This is an optimization exercise on Yosys and OpenROAD, whose aim is small area, a short achievable clock period and few clock cycles, not a production implementation. Only simulation tests tie the RTL to the original design; equivalence was not proved. Power and IR drop assume default switching activity.

// nice_core_top
module nice_core_top (
   input  logic                  nice_clk,
   input  logic                  nice_rst_n,
   output logic                  nice_active,
   output logic                  nice_mem_holdup,
   input  logic                  nice_req_valid,
   output logic                  nice_req_ready,
   input  logic [32-1:0] nice_req_inst,
   input  logic [32-1:0] nice_req_rs1,
   input  logic [32-1:0] nice_req_rs2,
   output logic                  nice_rsp_valid,
   input  logic                  nice_rsp_ready,
   output logic [32-1:0] nice_rsp_rdat,
   output logic                  nice_rsp_err,
   output logic                  nice_icb_cmd_valid,
   input  logic                  nice_icb_cmd_ready,
   output logic [32-1:0] nice_icb_cmd_addr,
   output logic                  nice_icb_cmd_read,
   output logic [32-1:0] nice_icb_cmd_wdata,
   input  logic                  nice_icb_rsp_valid,
   output logic                  nice_icb_rsp_ready,
   input  logic [32-1:0] nice_icb_rsp_rdata,
   input  logic                  nice_icb_rsp_err
);
Size in the first run: ~1100 flip-flops, about 240 I/O pins, roughly 42000 sq um of cells after synthesis.
clock: 8.0 ns
lec_check: 0
cap_margin: 20
core_margin: 2
core_utilization: 40
setup_slack_margin: 4.2
slew_margin: 20
run.sh (not shown) runs the stock make flow with config.mk's settings and CLKGATE_MAP_FILE= SYNTH_SCRIPT=/design/flow/synth_recipe.tcl, a recipe that flattens the netlist after the stock synthesis.
The baseline finished clean.
Testbench counts at the start, summed over its fixed seeds: cycles 4,928.
Then changed:
--- a/flow/design.v
+++ b/flow/design.v
@@ -147,24 +147,28 @@
             cmd_cnt <= cmd_cnt + 4'd1;
             csel    <= {csel[6:0], csel[7]};
             addr_r  <= addr_r + 32'd4;
          end
          if (rsp_fire) begin
             rsp_cnt <= rsp_cnt + 3'd1;
             err_r   <= err_r | nice_icb_rsp_err;
          end
       end
    end
    logic [31:0] a_q [8];
    logic [31:0] p_q [8];
+   logic [5:0]  la_q [8];    
+   logic [5:0]  lp_q [8];
+   logic        wr_a;
+   logic        wr_p;
    function automatic [5:0] lzc32(input [31:0] x);
       integer i;
       begin
          lzc32 = 6'd32;
          for (i = 0; i < 32; i = i + 1) begin
             if (x[i]) lzc32 = 6'd31 - i[5:0];
          end
       end
    endfunction
    logic [7:0]  a_vld;
    logic [7:0]  p_vld;
    logic        ld_a;
@@ -181,24 +185,36 @@
       cnt0   <= cnt0_n;
       rsp_ok <= (acc ? d_sbuf : is_store) || cnt0_n || (ph_n == 3'd0);
    end
    assign ld_a = rsp_fire && !is_store && !to_p;
    assign ld_p = rsp_fire && !is_store && to_p;
    always_ff @(posedge nice_clk) begin
       for (int i = 0; i < 7; i++) begin
          a_q[i] <= a_q[i+1];
          p_q[i] <= p_q[i+1];
       end
       a_q[7] <= ld_a ? nice_icb_rsp_rdata : a_q[0];
       p_q[7] <= ld_p ? nice_icb_rsp_rdata : p_q[0];
+      for (int i = 0; i < 7; i++) begin
+         if (i != 6) begin
+            la_q[i] <= la_q[i+1];
+            lp_q[i] <= lp_q[i+1];
+         end
+      end
+      la_q[7] <= la_q[0];
+      lp_q[7] <= lp_q[0];
+      la_q[6] <= wr_a ? lzc32(a_q[7]) : la_q[7];
+      lp_q[6] <= wr_p ? lzc32(p_q[7]) : lp_q[7];
+      wr_a    <= ld_a;
+      wr_p    <= ld_p;
    end
    always_ff @(posedge nice_clk) begin
       if (!nice_rst_n) begin
          a_vld <= 8'h0;
          p_vld <= 8'h0;
       end else begin
          for (int i = 0; i < 8; i++) begin
             if (ld_a && rsp_cnt == i) a_vld[i] <= 1'b1;
             if (ld_p && rsp_cnt == i) p_vld[i] <= 1'b1;
          end
       end
    end
@@ -212,66 +228,60 @@
    logic [5:0]  la;
    logic [5:0]  lp;
    logic        direct;
    logic [4:0]  sh;
    logic [31:0] d0;
    logic        load;
    logic        uld;
    assign cbusy = !(&rdy);
    assign start = acc && d_work && !cbusy;
    assign pact  = start || (cbusy && !pend);
    logic        pva;
    logic        pvp;
-   logic [7:0]  nsel;        
-   assign nsel = load ? {psel[6:0], psel[7]} : psel;
    always_comb begin
       pk  = 3'd0;
       pva = 1'b0;
       pvp = 1'b0;
       for (int i = 0; i < 8; i++) begin
-         if (psel[i]) pk = pk | 3'(i);
-         if (nsel[i]) begin
+         if (psel[i]) begin
+            pk  = pk | 3'(i);
             pva = pva | a_vld[i];
             pvp = pvp | p_vld[i];
          end
       end
    end
    logic [7:0]  sela;
    logic [7:0]  selp;
    always_ff @(posedge nice_clk) begin
       if (ld_a && rsp_cnt == 3'd0) sela <= 8'h40;
       else if (!load) sela <= {sela[0], sela[7:1]};
       if (ld_p && rsp_cnt == 3'd0) selp <= 8'h40;
       else if (!load) selp <= {selp[0], selp[7:1]};
    end
-   logic [7:0]  nsela;
-   logic [7:0]  nselp;
-   logic [31:0] na;
-   logic [31:0] np;
-   assign nsela = load ? {sela[6:0], sela[7]} : sela;
-   assign nselp = load ? {selp[6:0], selp[7]} : selp;
    always_comb begin
-      na = 32'h0;
-      np = 32'h0;
+      pa = 32'h0;
+      pp = 32'h0;
+      la = 6'd0;
+      lp = 6'd0;
       for (int i = 0; i < 8; i++) begin
-         if (nsela[i]) na = na | a_q[i];
-         if (nselp[i]) np = np | p_q[i];
-      end
-   end
-   always_ff @(posedge nice_clk) begin
-      pa <= (pva && nice_rst_n) ? na : 32'h0;
-      pp <= (pvp && nice_rst_n) ? np : 32'h0;
+         if (sela[i]) pa = pa | a_q[i];
+         if (selp[i]) pp = pp | p_q[i];
+         if (sela[i]) la = la | la_q[i];
+         if (selp[i]) lp = lp | lp_q[i];
+      end
+      if (!pva) pa = 32'h0;
+      if (!pvp) pp = 32'h0;
+      if (!pva) la = 6'd32;
+      if (!pvp) lp = 6'd32;
    end
-   assign la = lzc32(pa);
-   assign lp = lzc32(pp);
    assign direct = lp[5] || (la > lp);
    assign sh     = 5'(lp - la);
    assign d0     = pp << sh;
    logic        ubusy;
    logic [4:0]  ucnt;        
    logic [31:0] urem;
    logic [31:0] ud;
    logic [2:0]  uk;
    logic        ufin;
    logic [31:0] unext;
    logic [33:0] e1;
    logic [33:0] e2;
Result: Setup slack improves by 0.33 ns; synthesized area went up by 2.7%; maximum frequency went up by 8.4%; utilization went down by 3.2 points; power went down by 5.4%.
Testbench counts after the change, summed over its fixed seeds: cycles 4,928.

what the ideal ports hide:
Ports are ideal in the flow. The routed layouts listed here were re-timed in OpenROAD. Step 1 sets driving cells, clkbuf_16 on the clock port and buf_2 on the other inputs (assumed; they add their load-dependent delay and slew). Step 2 adds t to the input delays and takes it off the output delays; t is the mean of the earliest and latest rising clock arrival at the registers after step 1. Input paths then give back, and output paths get back, about the clock's delay inside the block. Three values: no drivers, after step 1, after step 2; two values: the first two.
run	shift t [ns]	setup WS [ns]	hold slack, ns
the first run	0.768	3.753 / 3.753 / 3.326	0.340 / 0.340 / 0.340
the second run	0.766	4.083 / 4.014 / 3.746	0.318 / 0.318 / 0.318
After both steps every run listed still meets setup and hold. For the first run, which loses most, drivers alone change the setup slack by 0.000 ns; drivers and shift together by -0.427 ns.
